Background: an optimization exercise with open tools, aiming at small area. Do not read the settings as production practice.
In this exercise RTL edits were held to simulation tests only and were not proved equivalent to the original.
Power and IR drop assume default switching activity.

File: flow/config.mk
export PLATFORM = sky130hd
export DESIGN_NAME = mcdf_formatter
export DESIGN_NICKNAME = mcdf_formatter
export VERILOG_FILES = /design/flow/design.v
export SDC_FILE = /design/flow/constraint.sdc
export NUM_CORES = 4
export LEC_CHECK = 0
export CAP_MARGIN = 20
export CORE_MARGIN = 2
export CORE_UTILIZATION = 40
export SLEW_MARGIN = 20
File: flow/design.v
package mcdf_fmt_pkg;
  localparam int DATA_WIDE       = 32;
  localparam int CACHE_PTR_WIDE  = 6;
  localparam int FMT_CACHE_DEPTH = 32;
  typedef enum logic [2:0] {
    ST_CHECK0     = 3'd0,
    ST_CHECK      = 3'd1,
    ST_HAND_SHAKE = 3'd2,
    ST_SENT_START = 3'd3,
    ST_DATA_SENT  = 3'd4,
    ST_SENT_END   = 3'd5,
    ST_FLAG_CLR   = 3'd6
  } fmt_state_e;
  function automatic logic [1:0] len_code(input logic [2:0] code);
    case (code)
      3'd0:    len_code = 2'd0;
      3'd1:    len_code = 2'd1;
      3'd2:    len_code = 2'd2;
      default: len_code = 2'd3;
    endcase
  endfunction
endpackage
module fmt_cache
(
  input  logic                                clk,
  input  logic                                i_shift,
  input  logic [mcdf_fmt_pkg::DATA_WIDE-1:0]  i_wdata,
  input  logic [3:0]                          i_tap,     
  output logic [mcdf_fmt_pkg::DATA_WIDE-1:0]  o_rdata
);
  logic [mcdf_fmt_pkg::DATA_WIDE-1:0] r_mem [mcdf_fmt_pkg::FMT_CACHE_DEPTH];
  always_ff @(posedge clk) begin
    if (i_shift) begin
      r_mem[0] <= i_wdata;
      for (int i = 1; i < mcdf_fmt_pkg::FMT_CACHE_DEPTH; i++) r_mem[i] <= r_mem[i-1];
    end
  end
  assign o_rdata = ({mcdf_fmt_pkg::DATA_WIDE{i_tap[0]}} & r_mem[3])
                 | ({mcdf_fmt_pkg::DATA_WIDE{i_tap[1]}} & r_mem[7])
                 | ({mcdf_fmt_pkg::DATA_WIDE{i_tap[2]}} & r_mem[15])
                 | ({mcdf_fmt_pkg::DATA_WIDE{i_tap[3]}} & r_mem[31]);
endmodule
module mcdf_formatter
(
  input  logic                      clk,
  input  logic                      rst_n,
  input  logic [1:0]                fmt_uplink_chid,
  input  logic [2:0]                fmt_fifo0_length,
  input  logic [2:0]                fmt_fifo1_length,
  input  logic [2:0]                fmt_fifo2_length,
  input  logic                      fmt_grant,
  input  logic                      fmt_uplink_valid,
  input  logic [mcdf_fmt_pkg::DATA_WIDE-1:0]      fmt_data_in,
  output logic                      fmt_uplink_ready,
  output logic [1:0]                fmt_chid,
  output logic [mcdf_fmt_pkg::CACHE_PTR_WIDE-1:0] fmt_length,
  output logic                      fmt_req,
  output logic                      fmt_start,
  output logic                      fmt_end,
  output logic [mcdf_fmt_pkg::DATA_WIDE-1:0]      fmt_data
);
  mcdf_fmt_pkg::fmt_state_e r_state;
  logic [4:0]               r_cnt;     
  logic [1:0]               r_len;     
  logic [1:0]               r_chid;    
  logic       w_ready;
  logic       w_open;
  logic       w_accept;
  logic       w_last;
  logic       w_show;
  logic       w_send;
  logic       w_shift;
  logic [2:0] w_len_code;
  logic [3:0] w_len_oh;
  assign w_ready = (r_state == mcdf_fmt_pkg::ST_CHECK);
  assign w_open  = (r_cnt != 5'd0);
  assign w_accept = fmt_uplink_valid & w_ready & ((fmt_uplink_chid != 2'd0) | w_open);
  always_comb begin
    case (fmt_uplink_chid)
      2'd1:    w_len_code = fmt_fifo0_length;
      2'd2:    w_len_code = fmt_fifo1_length;
      2'd3:    w_len_code = fmt_fifo2_length;
      default: w_len_code = 3'd0;
    endcase
  end
  assign w_len_oh = 4'b0001 << r_len;
  assign w_last = (r_cnt[1:0] == 2'b11)
                & (cnt_ok(r_cnt[2], r_len != 2'd0))
                & (cnt_ok(r_cnt[3], r_len[1]))
                & (cnt_ok(r_cnt[4], r_len == 2'd3));
  function automatic logic cnt_ok(input logic b, input logic need);
    cnt_ok = need ? b : ~b;
  endfunction
  assign w_show = (r_state == mcdf_fmt_pkg::ST_HAND_SHAKE) | w_send;
  assign w_send = (r_state == mcdf_fmt_pkg::ST_SENT_START)
                | (r_state == mcdf_fmt_pkg::ST_DATA_SENT)
                | (r_state == mcdf_fmt_pkg::ST_SENT_END);
  assign w_shift = w_accept
                 | (r_state == mcdf_fmt_pkg::ST_SENT_START)
                 | (r_state == mcdf_fmt_pkg::ST_DATA_SENT);
  fmt_cache u_cache (
    .clk     (clk),
    .i_shift (w_shift),
    .i_wdata (fmt_data_in),
    .i_tap   (w_len_oh & {4{w_send}}),
    .o_rdata (fmt_data)
  );
  always_ff @(posedge clk) begin
    if (w_ready & ~w_open) begin
      r_chid <= fmt_uplink_chid;
      r_len  <= mcdf_fmt_pkg::len_code(w_len_code);
    end
  end
  always_ff @(posedge clk or posedge rst_n) begin
    if (rst_n) begin
      r_state <= mcdf_fmt_pkg::ST_CHECK0;
      r_cnt   <= '0;
    end else begin
      case (r_state)
        mcdf_fmt_pkg::ST_CHECK0: begin
          r_state <= mcdf_fmt_pkg::ST_CHECK;
        end
        mcdf_fmt_pkg::ST_CHECK: begin
          if (w_accept) begin
            r_cnt <= r_cnt + 5'd1;
            if (w_open & w_last) r_state <= mcdf_fmt_pkg::ST_HAND_SHAKE;
          end
        end
        mcdf_fmt_pkg::ST_HAND_SHAKE: begin
          r_cnt <= 5'd1;
          if (fmt_grant) r_state <= mcdf_fmt_pkg::ST_SENT_START;
        end
        mcdf_fmt_pkg::ST_SENT_START: begin
          r_cnt   <= r_cnt + 5'd1;
          r_state <= mcdf_fmt_pkg::ST_DATA_SENT;
        end
        mcdf_fmt_pkg::ST_DATA_SENT: begin
          r_cnt <= r_cnt + 5'd1;
          if (w_last) r_state <= mcdf_fmt_pkg::ST_SENT_END;
        end
        mcdf_fmt_pkg::ST_SENT_END: begin
          r_cnt   <= 5'd0;
          r_state <= mcdf_fmt_pkg::ST_FLAG_CLR;
        end
        default: begin
          r_cnt   <= 5'd0;
          r_state <= mcdf_fmt_pkg::ST_CHECK;
        end
      endcase
    end
  end
  assign fmt_uplink_ready = w_ready;
  assign fmt_req          = (r_state == mcdf_fmt_pkg::ST_HAND_SHAKE);
  assign fmt_start        = (r_state == mcdf_fmt_pkg::ST_SENT_START);
  assign fmt_end          = (r_state == mcdf_fmt_pkg::ST_SENT_END);
  assign fmt_chid         = r_chid & {2{w_show}};
  assign fmt_length       = {w_len_oh & {4{w_show}}, 2'b00};
endmodule
File: flow/constraint.sdc
create_clock -name core_clock -period 5.0 [get_ports {clk}]
set_input_delay 1.0000 -clock core_clock [delete_from_list [all_inputs] [get_ports {clk}]]
set_output_delay 1.0000 -clock core_clock [all_outputs]
set_load 0.01 [all_outputs]
File: flow/run.sh
#!/bin/bash
# synth_recipe.tcl (not shown) runs the flow's synth.tcl, then flattens the netlist and writes it again
# the make line also repeats each setting of config.mk as NAME=value (left out here)
make -C /OpenROAD-flow-scripts/flow DESIGN_CONFIG=/design/flow/config.mk WORK_HOME=/design/flow/orfs CLKGATE_MAP_FILE= SYNTH_SCRIPT=/design/flow/synth_recipe.tcl finish
==> results by group, run 1 <==
Timing
  – Minimum clock period: 4.09 ns
  – Final period util: 0.818
  – Unrepaired setup endpoints after global routing: false
  – Max Freq: 244 MHz
  – Max-slew violations: 0
  – Final Skew: 0.0127 ns
  – Final hold vios: 0
  – Final setup violation count: 0
  – Final setup margin: 0.910 ns
  – Fin Hold WS: 0.411 ns
  – Worst-margin pin slew: 0.858 ns
  – Slew HR: 0.428

Floorplanning
  – Die area: 84100 sq um
  – Core area: 80700 sq um
  – Die Ht: 290 microns
  – # rows: 104
  – Die Wd: 290 microns
  – I/O pins: 91
  – Initial core utilization: 0.405

Clock network
  – Sink Count: 1036
  – Hold_buf cts: 0
  – Post_cts resized: 0
  – Clock Latency Late Sink: 0.64 ns
  – CTS tree: done
  – Clock slew at reported path FFs: 0.06 ns
  – TritonCTS Buffers: 100
  – CTS max path bufs: 3
  – Setup repair bufs after CTS: 0
  – H-Tree Depth: 3
  – CTS root buf: clkbuf_16

Detailed routing
  – Via count: 11900
  – DRT Pass-1 Iters: 6
  – Post-DRT Antenna Nets: 0
  – Mean number of vias per cell: 4.65
  – 1st-iter DRT viols: 1374
  – Post-route DRC: 0
  – Wire length per cell: 17.5 microns
  – Routed WL: 44.8 mm

Power and ir drop
  – Leak: 12.7 nW
  – Max IR drop VDD: 0.296 mV
  – PD cells: 553 nW/um^2

Finish
  – Layout Nets: 1468
  – Post-Layout Cell Count: 2559
  – Share of layout cells above drive strength 1: 0.142
  – Fill cell count: 6457
  – Diode count: 0
  – Area Growth Syn to Fin: 17.4%

Synth
  – Main synth FF type: edfxtp_1
  – Yosys cell types: 45
  – Synth Register Bits: 1036
  – EDFF count, synth: 1028
  – Most common cell in the netlist: edfxtp_1
  – Syn_area_per_cell: 27.0 sq um
  – Yosys warns: 3
  – Sequential fraction of the synthesis area: 0.950
  – Largest cells by area after synthesis: edfxtp_1 (94%), mux4_2 (2.2%), nor2b_1 (0.65%), dfrtp_1 (0.61%), o21ai_0 (0.14%)
  – Synth cell count leaders: edfxtp_1 (1028), nor2b_1 (34), mux4_2 (32)
  – Area share of the largest cell type after synthesis: 0.944
  – Synth area leader: edfxtp_1
  – Synthesized area: 32700 sq um
  – Ys async rst share: 0.00772
  – Gate Count Post-Synth: 1213

Critical path
  – Worst setup endpoint: fmt_data[14]
  – Launching point of the worst reg2reg path: r_state[2]$_DFFE_PP0P_
  – Worst R2R Setup Slack: 2.13 ns
  – Max stage delay on crit path: 0.57 ns
  – Worst path top cell family by delay: buffers and inverters
  – Reg-to-reg endpoint: u_cache.r_mem[17][28]$_DFFE_PP_
  – Stages on the worst setup path: 6
  – Worst setup path startpoint: r_state[1]$_DFFE_PP0P_
  – CP Cell Sequence: inv_1 -> nor3_1 -> a21oi_4 -> buf_4 -> nor2b_1 -> clkdlybuf4s50_1
  – CP required: 4.00 ns
  – CP Class: flop to output pin
  – Crit path DAT: 3.09 ns
  – Startpoint types: flop
  – R2R depth: 4
  – Slowest cell on crit path: dfrtp_1
  – Worst setup EP type: output pin
  – Crit path max fanout: 32
  – Bufs and invs on worst path: 3

Global routing
  – Number of global-route vias before repair: 11700
  – GRT Util Overall: 0.105
  – GRT Residual Overflow: 0
  – First-pass GRT wire length: 68.8 mm
  – Largest net degree at the start of global routing: 121
  – Initial antenna violation count: 0

Placed design
  – Dpl hpwl: 22.5 mm
  – Gpl congestion: 0.759
  – Port Buf Inserts: 88
  – Placed Cells: 2376
  – Pre-CTS setup slack: 1.49 ns

Outcome
  – Status: no timing/DRC/antenna violations

Hold path
  – Worst min path class: flop to flop

Job
  – Max-Cap Viols: 0
metrics by stage:
stage               total power [W]  area, sq um  utilization   TNS, ns
global route                 0.0221        38400        0.476         0
CTS                          0.0216        38400        0.476         0
floorplan                    0.0140        32700            -  -3928.69
global placement             0.0141        35200        0.436         0
detailed placement           0.0142        35200        0.436         0
finish                       0.0212        38400        0.476         0
logic make-up after synthesis:
| kind of cell | share of synthesized area |
|---|---|
| AO/OA/AOI/OAI | 0.00624 |
| XOR/XNOR | 0.000536 |
| adder cells (fa/ha/maj) | 0.00145 |
| buffers and inverters | 0.00356 |
| flip-flops | 0.950 |
| multiplexers | 0.0231 |
| other | 0.000115 |
| AND/OR/NAND/NOR | 0.0148 |
registers in the layout, indices dropped and copies added, names as in the netlist:
signal	count
u_cache.r_mem	1024
r_cnt	5
r_state	3
r_chid	2
r_len	2
layout by cell type (no fill, tap or decap), types with 2 or more instances in the layout:
master | synthesis | final
a21o_1 | 2 | 2
a21oi_1 | 6 | 5
a221o_1 | 2 | 2
and2_1 | 5 | 5
and3_1 | 3 | 3
buf_12 | 0 | 10
buf_4 | 4 | 21
bufinv_16 | 0 | 8
clkbuf_1 | 6 | 25
clkbuf_16 | 0 | 103
clkdlybuf4s50_1 | 0 | 88
clkinv_1 | 0 | 19
clkinv_2 | 0 | 19
clkinv_4 | 0 | 3
clkinv_8 | 0 | 2
conb_1 | 1 | 2
dfrtp_1 | 8 | 8
edfxtp_1 | 1028 | 1028
ha_1 | 3 | 3
inv_1 | 8 | 7
inv_6 | 0 | 3
mux2_2 | 3 | 3
mux4_2 | 32 | 32
nand2_1 | 8 | 8
nand3_1 | 8 | 8
nor2_1 | 8 | 7
nor2b_1 | 34 | 34
nor3_1 | 3 | 3
nor3b_1 | 3 | 3
o21ai_0 | 9 | 8
xor2_1 | 2 | 2
how the worst min path moves through the flow:
stage / startpoint / endpoint / slack (ns) / cells past startpoint
after floorplan: u_cache.r_mem[9][0]$_DFFE_PP_ / u_cache.r_mem[10][0]$_DFFE_PP_ / 0.40 / 0
after global placement: u_cache.r_mem[6][14]$_DFFE_PP_ / u_cache.r_mem[7][14]$_DFFE_PP_ / 0.40 / 0
after detailed placement: u_cache.r_mem[9][11]$_DFFE_PP_ / u_cache.r_mem[10][11]$_DFFE_PP_ / 0.40 / 0
after CTS: u_cache.r_mem[11][20]$_DFFE_PP_ / u_cache.r_mem[12][20]$_DFFE_PP_ / 0.41 / 0
after global routing: u_cache.r_mem[11][16]$_DFFE_PP_ / u_cache.r_mem[12][16]$_DFFE_PP_ / 0.41 / 0
final: u_cache.r_mem[11][20]$_DFFE_PP_ / u_cache.r_mem[12][20]$_DFFE_PP_ / 0.41 / 0
per-layer routing:
layer	vias to the layer above	share of wire	GRT usage
li1	5363	-	-
met1	6192	0.53	0.168
met2	263	0.40	0.136
met3	89	0.046	0.0268
met4	0	0.022	0.0391
met5	-	0	0
where the power goes:
group / internal (W) / switching [W]
Clock: 0.00419 / 0.00302
Combinational: 0.000327 / 0.000802
Sequential: 0.0122 / 0.000648
Total: 0.0168 / 0.00447
cell type report:
cell class | instances | area, sq um | area share
Inverter | 8 | 30.0 | 0.000782
Tap cell | 1060 | 1330 | 0.0346
Clock inverter | 55 | 499 | 0.0130
Multi-Input combinational cell | 153 | 1540 | 0.0402
Clock buffer | 128 | 2670 | 0.0696
Sequential cell | 1036 | 31100 | 0.810
Timing Repair Buffer | 119 | 1240 | 0.0323
==> inputs of run 2 (changes only) <==
--- a/flow/config.mk
+++ b/flow/config.mk
@@ -5,7 +5,10 @@
 export SDC_FILE = /design/flow/constraint.sdc
 export NUM_CORES = 4
 export LEC_CHECK = 0
+export ABC_AREA = 1
 export CAP_MARGIN = 20
 export CORE_MARGIN = 2
-export CORE_UTILIZATION = 40
+export CORE_UTILIZATION = 60
+export CTS_BUF_LIST = sky130_fd_sc_hd__clkbuf_4 sky130_fd_sc_hd__clkbuf_8
+export CTS_CLUSTER_SIZE = 30
 export SLEW_MARGIN = 20
==> run 2 against run 1 <==
Still clean. First-iteration DRC count decreased by 13%. Sequential share of layout area grew 0.75 points. Critical path type unchanged. Synthesized area rose by 1.1%. Fmax shrank 9.9%. Largest power group unchanged. Power increased by 15%. Design area is 0.92% lower. Setup slack worse by 0.45 ns. Clock skew grew 0.0058 ns.
==> results by group, run 2 <==
Clock network
  – Setup repair bufs after CTS: 0 (unchanged)
  – Sink Count: 1036 (unchanged)
  – Post_cts resized: 0 (unchanged)
  – H-Tree Depth: 4 (+1)
  – Clock slew at reported path FFs: 0.06 ns (about the same)
  – Clock Latency Late Sink: 0.75 ns (+0.11 ns)
  – CTS max path bufs: 3 (unchanged)
  – Hold_buf cts: 0 (unchanged)
  – CTS root buf: clkbuf_8
  – CTS tree: done
  – TritonCTS Buffers: 158 (+58%)

Detailed routing
  – DRT Pass-1 Iters: 6 (unchanged)
  – Post-route DRC: 0 (unchanged)
  – Via count: 13300 (+12%)
  – Mean number of vias per cell: 5.19 (+12%)
  – Wire length per cell: 18.4 microns (+5.1%)
  – Post-DRT Antenna Nets: 0 (unchanged)
  – 1st-iter DRT viols: 1191 (-13%)
  – Routed WL: 47.1 mm (+5.1%)

Power and ir drop
  – Leak: 12.9 nW (+1.5%)
  – Max IR drop VDD: 0.473 mV (+60%)
  – PD cells: 644 nW/um^2 (+16%)

Timing
  – Slew HR: 0.453 (+0.0245)
  – Final period util: 0.908 (+0.0899)
  – Final hold vios: 0 (unchanged)
  – Worst-margin pin slew: 0.821 ns (-0.0367 ns)
  – Minimum clock period: 4.54 ns (+0.450 ns)
  – Max Freq: 220 MHz (-9.9%)
  – Final setup violation count: 0 (unchanged)
  – Unrepaired setup endpoints after global routing: false
  – Final Skew: 0.0186 ns (+0.00584 ns)
  – Max-slew violations: 0 (unchanged)
  – Setup TNS Final: 0 ns (unchanged)

Floorplanning
  – # rows: 86 (-17%)
  – Core area: 54800 sq um (-32%)
  – Die area: 57000 sq um (-32%)
  – Die Wd: 239 microns (-18%)
  – Initial core utilization: 0.604 (+0.198)
  – Die Ht: 239 microns (-18%)
  – I/O pins: 91 (unchanged)

Synth
  – Sequential fraction of the synthesis area: 0.940 (-0.0105)
  – Synth area leader: edfxtp_1
  – Syn_area_per_cell: 22.3 sq um (-17%)
  – Largest cells by area after synthesis: edfxtp_1 (93%), nand3_1 (2.2%), nand2_1 (1.5%), inv_1 (1.0%), dfrtp_1 (0.61%)
  – Yosys cell types: 21 (-53%)
  – Main synth FF type: edfxtp_1
  – Gate Count Post-Synth: 1482 (+22%)
  – Yosys warns: 3 (unchanged)
  – Ys async rst share: 0.00772 (unchanged)
  – Synth Register Bits: 1036 (unchanged)
  – Most common cell in the netlist: edfxtp_1
  – Area share of the largest cell type after synthesis: 0.934 (-0.0104)
  – Synthesized area: 33100 sq um (+1.1%)
  – EDFF count, synth: 1028 (unchanged)
  – Synth cell count leaders: edfxtp_1 (1028), nand3_1 (143), nand2_1 (133)

Critical path
  – Max stage delay on crit path: 0.54 ns (-0.03 ns)
  – Crit path DAT: 3.54 ns (+0.45 ns)
  – Crit path max fanout: 129 (+300%)
  – CP Class: flop to output pin
  – CP Cell Sequence: inv_1 -> nand3_1 -> o211ai_4 -> buf_12 -> nand3_1 -> nand2_1 -> inv_1 -> nand2_1 -> clkdlybuf4s50_1
  – Slowest cell on crit path: clkdlybuf4s50_1
  – Worst setup EP type: output pin
  – Startpoint types: flop
  – CP required: 4.00 ns (about the same)

Finish
  – Max FFs per register: 1024 (unchanged)
  – Post-layout util: 0.694 (+0.219)
  – Area Growth Syn to Fin: 15.0%
  – Biggest regs: u_cache.r_mem: 1024 flops, r_cnt: 5 flops, r_state: 3 flops
  – Fill cell count: 3451 (-47%)
  – Largest reg by FF count: u_cache.r_mem
  – Commonest non-fill, non-tap cells in the layout: edfxtp_1 (1028), clkbuf_8 (168), nand3_1 (141)
  – Share of layout cells above drive strength 1: 0.148 (+0.00615)
  – Diode count: 0 (unchanged)
  – Commonest non-fill, non-tap cell in the layout: edfxtp_1
  – Layout Nets: 1774 (+21%)

Global routing
  – Number of global-route vias before repair: 13000 (+11%)
  – First-pass GRT wire length: 72.4 mm (+5.2%)
  – Initial antenna violation count: 1 (+1)
  – GRT Residual Overflow: 0 (unchanged)
  – GRT Util Overall: 0.170 (+0.0649)
  – Largest net degree at the start of global routing: 162 (+34%)

Placed design
  – Port Buf Inserts: 88 (unchanged)
  – Gpl congestion: 0.746 (-1.7%)
  – Dpl hpwl: 23.5 mm (+4.4%)

Hold path
  – Worst min path class: flop to flop

Job
  – Max-Cap Viols: 0 (unchanged)

Outcome
  – Status: no timing/DRC/antenna violations
[run 2: cell count changes after synthesis, sizes merged, moves of 4 or more]
cell | before | now
a21oi | 6 | 2
nand2 | 8 | 133
nor2b | 34 | 0
inv | 8 | 90
nand3 | 8 | 143
mux4 | 32 | 0
nor2 | 8 | 22
and2 | 5 | 0
buf | 10 | 20
[run 2: where the power goes]
part / total (W) / internal [W] / switching (W) / leakage, nW
Combinational: 0.00295 / 0.000533 / 0.00241 / 1.64
Clock: 0.00657 / 0.00354 / 0.00303 / 1.62
Sequential: 0.0150 / 0.0141 / 0.000901 / 9.66
Total: 0.0245 / 0.0181 / 0.00634 / 12.9
[run 2: final timing paths]
| check | from | to | slack [ns] | cells past startpoint |
|---|---|---|---|---|
| setup / recovery | r_state[2]$_DFFE_PP0P_ | fmt_data[17] | 0.46 | 9 |
| hold / removal | u_cache.r_mem[30][28]$_DFFE_PP_ | u_cache.r_mem[31][28]$_DFFE_PP_ | 0.40 | 0 |
| setup reg to reg | r_state[2]$_DFFE_PP0P_ | u_cache.r_mem[18][15]$_DFFE_PP_ | 2.03 | 7 |
| hold reg to reg | u_cache.r_mem[30][28]$_DFFE_PP_ | u_cache.r_mem[31][28]$_DFFE_PP_ | 0.40 | 0 |
| max in group asynchronous | rst_n | r_cnt[2]$_DFFE_PP0P_ | 4.20 | 2 |
| min in group asynchronous | rst_n | r_state[0]$_DFFE_PP0P_ | 0.55 | 2 |
[run 2: critical path: cells and delay by family, from the launching register on]
kind,cells,cell delay (ns)
DFF,1,0.44
AOI/OAI and AO/OA,1,0.18
buffers and inverters,4,1.33
and+or+nand+nor,4,0.74
[run 2: kinds of logic (layout without fill, tap and decap cells)]
| logic type | Yosys count | after routing | share of synthesized area |
|---|---|---|---|
| buffers and inverters | 120 | 492 | 0.0153 |
| and+or+nand+nor | 306 | 306 | 0.0408 |
| DFF | 1036 | 1036 | 0.940 |
| xor gates and xnor gates | 1 | 1 | 0.000265 |
| other | 1 | 2 | 0.000113 |
| adders and majority gates | 3 | 3 | 0.00114 |
| AOI/OAI and AO/OA | 15 | 15 | 0.00269 |
[run 2: stage by stage]
step	setup slack [ns]	hold slack (ns)	cell area (sq um)	power [W]	std cells
after floorplan	-6.67	0.400	33100	0.0144	1483
after global placement	1.35	0.401	35000	0.0179	2268
after detailed placement	1.25	0.405	35000	0.0181	2268
after CTS	0.372	0.402	38000	0.0248	2559
after global routing	0.250	0.411	38000	0.0257	2559
final	0.460	0.403	38000	0.0245	2559
[run 2: metal layers]
layer,part of all wire,GRT usage,vias up
li1,-,-,6179
met1,0.51,0.276,6696
met2,0.42,0.215,326
met3,0.048,0.0432,87
met5,0,0,-
met4,0.023,0.0833,0
[run 2: final cells by class]
cell class	count	area, sq um	area share
clock buffer	220	2700	0.0711
clock inverter	71	334	0.00879
inverter	90	338	0.00888
multi-input combinational	327	1540	0.0404
sequential	1036	31100	0.817
tap	704	881	0.0232
timing repair buffer	111	1170	0.0307
==> inputs of run 3 (changes only) <==
--- a/flow/design.v
+++ b/flow/design.v
@@ -61,17 +61,16 @@
 );
   mcdf_fmt_pkg::fmt_state_e r_state;
   logic [4:0]               r_cnt;     
-  logic [1:0]               r_len;     
+  logic [3:0]               r_len;     
   logic [1:0]               r_chid;    
+  logic [3:0]               r_tap;     
   logic       w_ready;
   logic       w_open;
   logic       w_accept;
   logic       w_last;
   logic       w_show;
-  logic       w_send;
   logic       w_shift;
   logic [2:0] w_len_code;
-  logic [3:0] w_len_oh;
   assign w_ready = (r_state == mcdf_fmt_pkg::ST_CHECK);
   assign w_open  = (r_cnt != 5'd0);
   assign w_accept = fmt_uplink_valid & w_ready & ((fmt_uplink_chid != 2'd0) | w_open);
@@ -83,18 +82,11 @@
       default: w_len_code = 3'd0;
     endcase
   end
-  assign w_len_oh = 4'b0001 << r_len;
   assign w_last = (r_cnt[1:0] == 2'b11)
-                & (cnt_ok(r_cnt[2], r_len != 2'd0))
-                & (cnt_ok(r_cnt[3], r_len[1]))
-                & (cnt_ok(r_cnt[4], r_len == 2'd3));
-  function automatic logic cnt_ok(input logic b, input logic need);
-    cnt_ok = need ? b : ~b;
-  endfunction
-  assign w_show = (r_state == mcdf_fmt_pkg::ST_HAND_SHAKE) | w_send;
-  assign w_send = (r_state == mcdf_fmt_pkg::ST_SENT_START)
-                | (r_state == mcdf_fmt_pkg::ST_DATA_SENT)
-                | (r_state == mcdf_fmt_pkg::ST_SENT_END);
+                & (r_cnt[2] == ~r_len[0])
+                & (r_cnt[3] == (r_len[2] | r_len[3]))
+                & (r_cnt[4] == r_len[3]);
+  assign w_show  = (r_state == mcdf_fmt_pkg::ST_HAND_SHAKE) | (r_tap != 4'd0);
   assign w_shift = w_accept
                  | (r_state == mcdf_fmt_pkg::ST_SENT_START)
                  | (r_state == mcdf_fmt_pkg::ST_DATA_SENT);
@@ -102,19 +94,20 @@
     .clk     (clk),
     .i_shift (w_shift),
     .i_wdata (fmt_data_in),
-    .i_tap   (w_len_oh & {4{w_send}}),
+    .i_tap   (r_tap),
     .o_rdata (fmt_data)
   );
   always_ff @(posedge clk) begin
     if (w_ready & ~w_open) begin
       r_chid <= fmt_uplink_chid;
-      r_len  <= mcdf_fmt_pkg::len_code(w_len_code);
+      r_len  <= 4'b0001 << mcdf_fmt_pkg::len_code(w_len_code);
     end
   end
   always_ff @(posedge clk or posedge rst_n) begin
     if (rst_n) begin
       r_state <= mcdf_fmt_pkg::ST_CHECK0;
       r_cnt   <= '0;
+      r_tap   <= '0;
     end else begin
       case (r_state)
         mcdf_fmt_pkg::ST_CHECK0: begin
@@ -128,7 +121,10 @@
         end
         mcdf_fmt_pkg::ST_HAND_SHAKE: begin
           r_cnt <= 5'd1;
-          if (fmt_grant) r_state <= mcdf_fmt_pkg::ST_SENT_START;
+          if (fmt_grant) begin
+            r_state <= mcdf_fmt_pkg::ST_SENT_START;
+            r_tap   <= r_len;
+          end
         end
         mcdf_fmt_pkg::ST_SENT_START: begin
           r_cnt   <= r_cnt + 5'd1;
@@ -140,6 +136,7 @@
         end
         mcdf_fmt_pkg::ST_SENT_END: begin
           r_cnt   <= 5'd0;
+          r_tap   <= 4'd0;
           r_state <= mcdf_fmt_pkg::ST_FLAG_CLR;
         end
         default: begin
@@ -154,5 +151,5 @@
   assign fmt_start        = (r_state == mcdf_fmt_pkg::ST_SENT_START);
   assign fmt_end          = (r_state == mcdf_fmt_pkg::ST_SENT_END);
   assign fmt_chid         = r_chid & {2{w_show}};
-  assign fmt_length       = {w_len_oh & {4{w_show}}, 2'b00};
+  assign fmt_length       = {r_len & {4{w_show}}, 2'b00};
 endmodule
==> flow/flow/run.sh (new file) <==
#!/bin/bash
# Standard ORFS layout with small port buffers and a clock tree without dummy loads.
set -euo pipefail
bash standard.sh finish \
  "BUFFER_PORTS_ARGS=-buffer_cell sky130_fd_sc_hd__buf_1" \
  "CTS_ARGS=-sink_clustering_enable -repair_clock_nets -dont_use_dummy_load -buf_list sky130_fd_sc_hd__clkbuf_4 -sink_clustering_size 10 -sink_clustering_max_diameter 40" \
  > orfs_flow.log 2>&1
==> flow/standard.sh (new file) <==
#!/bin/bash
# synth_recipe.tcl (not shown) runs the flow's synth.tcl, then flattens the netlist and writes it again
# the make line also repeats each setting of config.mk as NAME=value (left out here)
make -C /OpenROAD-flow-scripts/flow DESIGN_CONFIG=/design/flow/config.mk WORK_HOME=/design/flow/orfs CLKGATE_MAP_FILE= SYNTH_SCRIPT=/design/flow/synth_recipe.tcl "${@:-finish}"
==> flow/config.mk (replaced) <==
export PLATFORM = sky130hd
export DESIGN_NAME = mcdf_formatter
export DESIGN_NICKNAME = mcdf_formatter
export VERILOG_FILES = /design/flow/design.v
export SDC_FILE = /design/flow/constraint.sdc
export NUM_CORES = 4
export LEC_CHECK = 0
export CAP_MARGIN = 20
export CORE_MARGIN = 2
export CORE_UTILIZATION = 65
export SLEW_MARGIN = 20
removed: flow/run.sh
==> run 3 against run 2 <==
Power down 26%. Clock power fell by 45%. Highest routed layer unchanged. Critical path type unchanged. Register-to-register slack about the same.
==> results by group, run 3 <==
Global routing
  – Initial antenna violation count: 2 (+1)
  – Number of global-route vias before repair: 11700 (-10%)
  – GRT Util Overall: 0.173 (+0.00279)
  – Largest net degree at the start of global routing: 132 (-19%)
  – First-pass GRT wire length: 66.6 mm (-8.0%)
  – GRT Residual Overflow: 0 (unchanged)

Finish
  – Biggest regs: u_cache.r_mem: 1024 flops, r_cnt: 5 flops
  – Post-route cell area: 35000 sq um (-7.9%)
  – Largest reg by FF count: u_cache.r_mem
  – Commonest non-fill, non-tap cells in the layout: edfxtp_1 (1030), clkbuf_4 (131), buf_1 (88)
  – Share of layout cells above drive strength 1: 0.113 (-0.0348)
  – Layout Nets: 1542 (-13%)
  – Fill cell count: 3088 (-11%)
  – Commonest non-fill, non-tap cell in the layout: edfxtp_1
  – Area Growth Syn to Fin: 7.55%
  – Max FFs per register: 1024 (unchanged)

Critical path
  – Startpoint types: flop
  – Slowest cell on crit path: dfrtp_1
  – CP Class: flop to output pin
  – Worst setup path startpoint: r_tap[2]$_DFFE_PP0P_
  – Reg-to-reg endpoint: u_cache.r_mem[15][26]$_DFFE_PP_
  – Worst R2R Setup Slack: 2.03 ns (about the same)
  – CP Cell Sequence: buf_4 -> a22oi_1 -> nand2_1 -> buf_1
  – Crit path max fanout: 20 (-84%)
  – R2R depth: 8 (+1)
  – Launching point of the worst reg2reg path: r_cnt[1]$_DFFE_PP0P_
  – Max stage delay on crit path: 1.06 ns (+0.52 ns)
  – Worst setup EP type: output pin
  – CP required: 4.00 ns (about the same)
  – Crit path DAT: 2.88 ns (-0.66 ns)
  – Worst setup endpoint: fmt_data[12]

Floorplanning
  – I/O pins: 91 (unchanged)
  – Die Ht: 228 microns (-4.6%)
  – Core area: 49900 sq um (-9.0%)
  – Die area: 51900 sq um (-8.9%)
  – Initial core utilization: 0.653 (+0.0497)
  – Die Wd: 228 microns (-4.6%)
  – # rows: 82 (-4.7%)

Synth
  – Most common cell in the netlist: edfxtp_1
  – Sequential fraction of the synthesis area: 0.959 (+0.0188)
  – Gate Count Post-Synth: 1263 (-15%)
  – Ys async rst share: 0.0115 (+0.00379)
  – Yosys warns: 3 (unchanged)
  – Area share of the largest cell type after synthesis: 0.949 (+0.0157)
  – Synth area leader: edfxtp_1
  – Syn_area_per_cell: 25.8 sq um (+16%)
  – EDFF count, synth: 1030 (+0.19%)
  – Synthesized area: 32600 sq um (-1.5%)
  – Largest cells by area after synthesis: edfxtp_1 (95%), a22oi_1 (1.5%), dfrtp_1 (0.92%), nand2_1 (0.47%), clkbuf_1 (0.18%)
  – Main synth FF type: edfxtp_1
  – Synth Register Bits: 1042 (+0.58%)
  – Synth cell count leaders: edfxtp_1 (1030), a22oi_1 (65), nand2_1 (41)
  – Yosys cell types: 42 (+100%)

Clock network
  – CTS max path bufs: 3 (unchanged)
  – TritonCTS Buffers: 131 (-17%)
  – Clock Latency Late Sink: 0.96 ns (+0.21 ns)
  – CTS root buf: clkbuf_4
  – CTS tree: done
  – Clock slew at reported path FFs: 0.10 ns (+0.04 ns)
  – Sink Count: 1042 (+0.58%)
  – H-Tree Depth: 4 (unchanged)

Detailed routing
  – Met2 wire len: 18.6 mm (-6.4%)
  – 1st-iter DRT viols: 966 (-19%)
  – Via count: 12100 (-9.1%)
  – Routed WL: 43.7 mm (-7.4%)
  – Met1 WL: 21.8 mm (-9.0%)
  – Post-route DRC: 0 (unchanged)
  – DR top layer: met4
  – Mean number of vias per cell: 5.57 (+7.3%)
  – DR WL met3: 2.42 mm (+7.1%)
  – Post-DRT Antenna Nets: 0 (unchanged)
  – Wire length per cell: 20.1 microns (+9.3%)
  – DRT Pass-1 Iters: 5 (-1)

Timing
  – Worst-margin pin slew: 1.08 ns (+0.258 ns)
  – Final hold vios: 0 (unchanged)
  – Max-slew violations: 0 (unchanged)
  – Slew HR: 0.281 (-0.172)
  – Final period util: 0.776 (-0.132)
  – Fin Hold WS: 0.213 ns (-0.190 ns)
  – Unrepaired setup endpoints after global routing: false
  – Final setup violation count: 0 (unchanged)
  – Minimum clock period: 3.88 ns (-0.662 ns)
  – Max Freq: 258 MHz (+17%)
  – Final Skew: 0.0592 ns (+0.0406 ns)
  – Setup TNS Final: 0 ns (unchanged)

Job
  – Max-Cap Viols: 0 (unchanged)

Placed design
  – Gpl congestion: 0.732 (-1.9%)
  – Dpl hpwl: 22.2 mm (-5.2%)
  – Placed inst area: 34000 sq um (-2.7%)
  – Port Buf Inserts: 88 (unchanged)

Power and ir drop
  – Max IR drop VDD: 0.291 mV (-39%)
  – PD cells: 517 nW/um^2 (-20%)
  – Leak: 11.6 nW (-10%)

Outcome
  – Status: no timing/DRC/antenna violations

Hold path
  – Worst min path class: input pin to flop
## run 3: report_power, final
part           switching (W)  internal [W]
Combinational        0.00107      0.000303
Clock                0.00238       0.00121
Sequential          0.000710        0.0124
## run 3: logic make-up (layout without fill, tap and decap cells)
kind of cell             count (synthesis)  in the layout  synth area share
flip-flops                            1042           1042             0.959
AO/OA/AOI/OAI                           94             94            0.0207
AND/OR/NAND/NOR                         85             85            0.0127
buffers and inverters                   30            256           0.00430
multiplexers                             7              7           0.00227
adder cells (fa/ha/maj)                  3              3           0.00115
other                                    1              9          0.000115
XOR/XNOR                                 1              1          0.000269
## run 3: metal layers
metal | vias to the layer above | global-route usage
met5 | - | 0
met4 | 0 | 0.0733
met3 | 68 | 0.0463
met2 | 310 | 0.227
met1 | 6172 | 0.279
li1 | 5531 | -
## run 3: worst min-delay path by stage
stage | startpoint | endpoint | depth (start not counted) | slack (ns)
2_1_floorplan | u_cache.r_mem[9][0]$_DFFE_PP_ | u_cache.r_mem[10][0]$_DFFE_PP_ | 0 | 0.40
3_3_place_gp | u_cache.r_mem[23][4]$_DFFE_PP_ | u_cache.r_mem[24][4]$_DFFE_PP_ | 0 | 0.40
3_5_place_dp | u_cache.r_mem[9][18]$_DFFE_PP_ | u_cache.r_mem[10][18]$_DFFE_PP_ | 0 | 0.40
4_1_cts | fmt_data_in[19] | u_cache.r_mem[0][19]$_DFFE_PP_ | 1 | 0.08
5_1_grt | fmt_data_in[27] | u_cache.r_mem[0][27]$_DFFE_PP_ | 1 | 0.12
6_report | fmt_data_in[27] | u_cache.r_mem[0][27]$_DFFE_PP_ | 1 | 0.21
## run 3: timing repair
| action | CTS | global route |
|---|---|---|
| hold buffers | 1 | 0 |
| buffers inserted | 0 | 0 |
| gates resized for setup | 0 | 0 |
| hold endpoints to repair | 11 | 0 |
## run 3: through the flow
step                instances  total power [W]  utilization  setup slack, ns
global placement         2030           0.0147        0.682             1.62
global route             2169           0.0190        0.703            0.879
CTS                      2162           0.0184        0.702            0.960
finish                   2169           0.0181        0.703             1.12
detailed placement       2030           0.0147        0.682             1.55
floorplan                1264           0.0138            -           -13.44
## run 3: critical path, delay by kind of cell (launching register included)
kind / cells / cell delay (ns)
compound gates: 1 / 0.18
buf+inv: 2 / 0.60
flops: 1 / 1.06
simple gates: 1 / 0.09
## run 3: layout make-up
type	count	area (sq um)	share of cell area
Sequential cell	1042	31200	0.891
Multi-Input combinational cell	192	1230	0.0352
Clock buffer	131	983	0.0281
Tap cell	672	841	0.0240
Timing Repair Buffer	118	708	0.0202
Inverter	7	26.3	0.000750
Antenna cell	7	17.5	0.000500
==> inputs of run 4 (changes only) <==
==> flow/flow/run.sh (replaced) <==
#!/bin/bash
# Standard ORFS layout with small port buffers and a clock tree without dummy loads.
set -euo pipefail
bash standard.sh finish \
  "BUFFER_PORTS_ARGS=-buffer_cell sky130_fd_sc_hd__buf_1" \
  "CTS_ARGS=-sink_clustering_enable -repair_clock_nets -dont_use_dummy_load -buf_list sky130_fd_sc_hd__clkbuf_8 -sink_clustering_size 18 -sink_clustering_max_diameter 60" \
  > orfs_flow.log 2>&1
==> run 4 against run 3 <==
Largest power group unchanged. Fmax grew 8.2%. Largest cell class unchanged. Power shrank 0.63%. Register-to-register slack lost 0.02 ns.
==> results by group, run 4 <==
Outcome
  – Status: no timing/DRC/antenna violations

Synth
  – Synthesized area: 32600 sq um (unchanged)
  – Yosys warns: 3 (unchanged)
  – Gate Count Post-Synth: 1263 (unchanged)
  – Synth Register Bits: 1042 (unchanged)
  – Synth cell count leaders: edfxtp_1 (1030), a22oi_1 (65), nand2_1 (41)
  – Ys async rst share: 0.0115 (unchanged)
  – EDFF count, synth: 1030 (unchanged)
  – Syn_area_per_cell: 25.8 sq um (unchanged)
  – Yosys cell types: 42 (unchanged)
  – Main synth FF type: edfxtp_1
  – Largest cells by area after synthesis: edfxtp_1 (95%), a22oi_1 (1.5%), dfrtp_1 (0.92%), nand2_1 (0.47%), clkbuf_1 (0.18%)
  – Sequential fraction of the synthesis area: 0.959 (unchanged)
  – Synth area leader: edfxtp_1
  – Area share of the largest cell type after synthesis: 0.949 (unchanged)
  – Most common cell in the netlist: edfxtp_1

Floorplanning
  – Core area: 49900 sq um (unchanged)
  – Initial core utilization: 0.653 (unchanged)
  – # rows: 82 (unchanged)
  – I/O pins: 91 (unchanged)
  – Die area: 51900 sq um (unchanged)
  – Die Wd: 228 microns (unchanged)
  – Die Ht: 228 microns (unchanged)

Detailed routing
  – Mean number of vias per cell: 5.57 (about the same)
  – 1st-iter DRT viols: 1067 (+10%)
  – Via count: 11700 (-3.2%)
  – Post-DRT Antenna Nets: 0 (unchanged)
  – DRT Pass-1 Iters: 5 (unchanged)
  – Wire length per cell: 20.3 microns (+0.59%)
  – Post-route DRC: 0 (unchanged)
  – Routed WL: 42.5 mm (-2.7%)

Finish
  – FF/Latch Area: 31200 sq um (unchanged)
  – Layout Nets: 1478 (-4.2%)
  – Multi-input logic area: 1230 sq um (unchanged)
  – Area Growth Syn to Fin: 7.32%
  – Fill cell count: 3035 (-1.7%)
  – Commonest non-fill, non-tap cells in the layout: edfxtp_1 (1030), buf_1 (88), clkbuf_8 (68)
  – Commonest non-fill, non-tap cell in the layout: edfxtp_1
  – Share of layout cells above drive strength 1: 0.0743 (-0.0391)
  – Largest reg by FF count: u_cache.r_mem
  – Biggest regs: u_cache.r_mem: 1024 flops, r_cnt: 5 flops
  – Diode count: 0 (-7)
  – Max FFs per register: 1024 (unchanged)

Clock network
  – Post_cts resized: 0 (unchanged)
  – Clock Latency Late Sink: 0.64 ns (-0.32 ns)
  – Clock slew at reported path FFs: 0.10 ns (about the same)
  – CTS max path bufs: 3 (unchanged)
  – H-Tree Depth: 3 (-1)
  – Hold_buf cts: 0 (-1)
  – CTS root buf: clkbuf_8
  – Setup repair bufs after CTS: 0 (unchanged)
  – TritonCTS Buffers: 68 (-48%)
  – Sink Count: 1042 (unchanged)
  – CTS tree: done

Global routing
  – Initial antenna violation count: 0 (-2)
  – GRT Util Overall: 0.165 (-0.00731)
  – Largest net degree at the start of global routing: 132 (unchanged)
  – Number of global-route vias before repair: 11200 (-4.9%)
  – GRT Residual Overflow: 0 (unchanged)
  – First-pass GRT wire length: 64.6 mm (-3.1%)

Critical path
  – Launching point of the worst reg2reg path: r_cnt[0]$_DFFE_PP0P_
  – Crit path max fanout: 20 (unchanged)
  – CP Class: flop to output pin
  – Startpoint types: flop
  – Worst setup path startpoint: r_tap[2]$_DFFE_PP0P_
  – CP required: 4.00 ns (about the same)
  – Worst setup EP type: output pin
  – Crit path DAT: 2.58 ns (-0.30 ns)

Placed design
  – Port Buf Inserts: 88 (unchanged)
  – Gpl congestion: 0.732 (unchanged)
  – Dpl hpwl: 22.2 mm (unchanged)

Timing
  – Fin Hold WS: 0.346 ns (+0.133 ns)
  – Unrepaired setup endpoints after global routing: false
  – Final setup violation count: 0 (unchanged)
  – Max Freq: 279 MHz (+8.2%)
  – Slew HR: 0.279 (-0.00204)
  – Max-slew violations: 0 (unchanged)
  – Final Skew: 0.0339 ns (-0.0252 ns)
  – Worst-margin pin slew: 1.08 ns (+0.00306 ns)
  – Setup TNS Final: 0 ns (unchanged)
  – Final period util: 0.717 (-0.0589)
  – Minimum clock period: 3.58 ns (-0.295 ns)
  – Final hold vios: 0 (unchanged)

Power and ir drop
  – Total power draw: 0.0180 W (-0.63%)
  – Max IR drop VDD: 0.319 mV (+9.7%)
  – Leak: 11.5 nW (-1.0%)
  – PD cells: 515 nW/um^2 (-0.41%)

Hold path
  – Worst min path class: input pin to asynchronous set/reset pin

Job
  – Max-Cap Viols: 0 (unchanged)
[run 4: cell counts after synthesis]
No cell type changed its count.
[run 4: cell type report]
| cell class | count | share of cell area |
|---|---|---|
| Tap cell | 672 | 0.0240 |
| Clock buffer | 68 | 0.0268 |
| Sequential cell | 1042 | 0.893 |
| Multi-Input combinational cell | 192 | 0.0352 |
| Inverter | 7 | 0.000751 |
| Timing Repair Buffer | 117 | 0.0200 |
[run 4: cells by family (layout without fill, tap and decap cells)]
logic type	Yosys count	after routing	synth area share
flip-flops	1042	1042	0.959
AO/OA/AOI/OAI	94	94	0.0207
AND/OR/NAND/NOR	85	85	0.0127
buffers and inverters	30	192	0.00430
multiplexers	7	7	0.00227
adder cells (fa/ha/maj)	3	3	0.00115
other	1	2	0.000115
XOR/XNOR	1	1	0.000269
[run 4: metrics by stage]
step | util | cell area, sq um | worst slack (ns) | instances
5_1_grt | 0.701 | 35000 | 1.21 | 2098
3_5_place_dp | 0.682 | 34000 | 1.55 | 2030
2_1_floorplan | - | 32600 | -13.44 | 1264
4_1_cts | 0.701 | 35000 | 1.32 | 2098
3_3_place_gp | 0.682 | 34000 | 1.62 | 2030
6_report | 0.701 | 35000 | 1.42 | 2098
[run 4: final timing paths]
kind	end	slack, ns	cells after the start
min reg2reg	u_cache.r_mem[22][24]$_DFFE_PP_	0.38	0
max in group asynchronous	r_tap[1]$_DFFE_PP0P_	4.28	2
max	fmt_data[12]	1.42	4
min in group core_clock	u_cache.r_mem[22][24]$_DFFE_PP_	0.38	0
max reg2reg	u_cache.r_mem[0][27]$_DFFE_PP_	2.01	8
min	r_state[2]$_DFFE_PP0P_	0.35	2
[run 4: where the power goes]
part	leakage, nW	switching, W	total [W]	internal [W]
clock	0.489	0.00226	0.00349	0.00123
sequential	10.1	0.000707	0.0131	0.0124
combinational	0.855	0.00107	0.00137	0.000302
[run 4: metal layers]
| metal | up-vias | GRT usage | part of all wire |
|---|---|---|---|
| met2 | 239 | 0.227 | 0.43 |
| met1 | 6068 | 0.274 | 0.50 |
| li1 | 5333 | - | - |
| met4 | 0 | 0.0494 | 0.019 |
| met3 | 56 | 0.0363 | 0.046 |
| met5 | - | 0 | 0 |
[run 4: worst max-delay path: stages, from the launching register on]
cell	delay (ns)
dfrtp_1	1.07
buf_4	0.45
a22oi_1	0.17
nand2_1	0.09
buf_1	0.15

-- port drivers added, routing unchanged --
In the flow no input, the clock included, has a driving cell. The finished layouts below were timed again as built, in two steps. Step 1, drivers: a clkbuf_16 drives clk and a buf_2 each remaining input, both assumed. Step 2 moves the port delays by t, midway between the first and last clock arrival at a register: inputs arrive t later, outputs are due t later. That takes back most of the time a late clock gives input paths. a / b / c = ideal / step 1 / step 2; a / b = the first two.
run	shift t [ns]	setup WS [ns]	clock arrival spread, ns	worst slew at a driven data input, ns
run 1	0.691	0.910 / 0.853 / 1.490	0.019 / 0.020	0.12
run 2	0.804	0.460 / 0.406 / 1.210	0.030 / 0.030	0.04
run 3	0.985	1.122 / 1.068 / 1.562	0.060 / 0.059	0.04
run 4	0.681	1.417 / 1.363 / 1.584	0.050 / 0.050	0.04
After both steps every run listed still meets setup and hold.
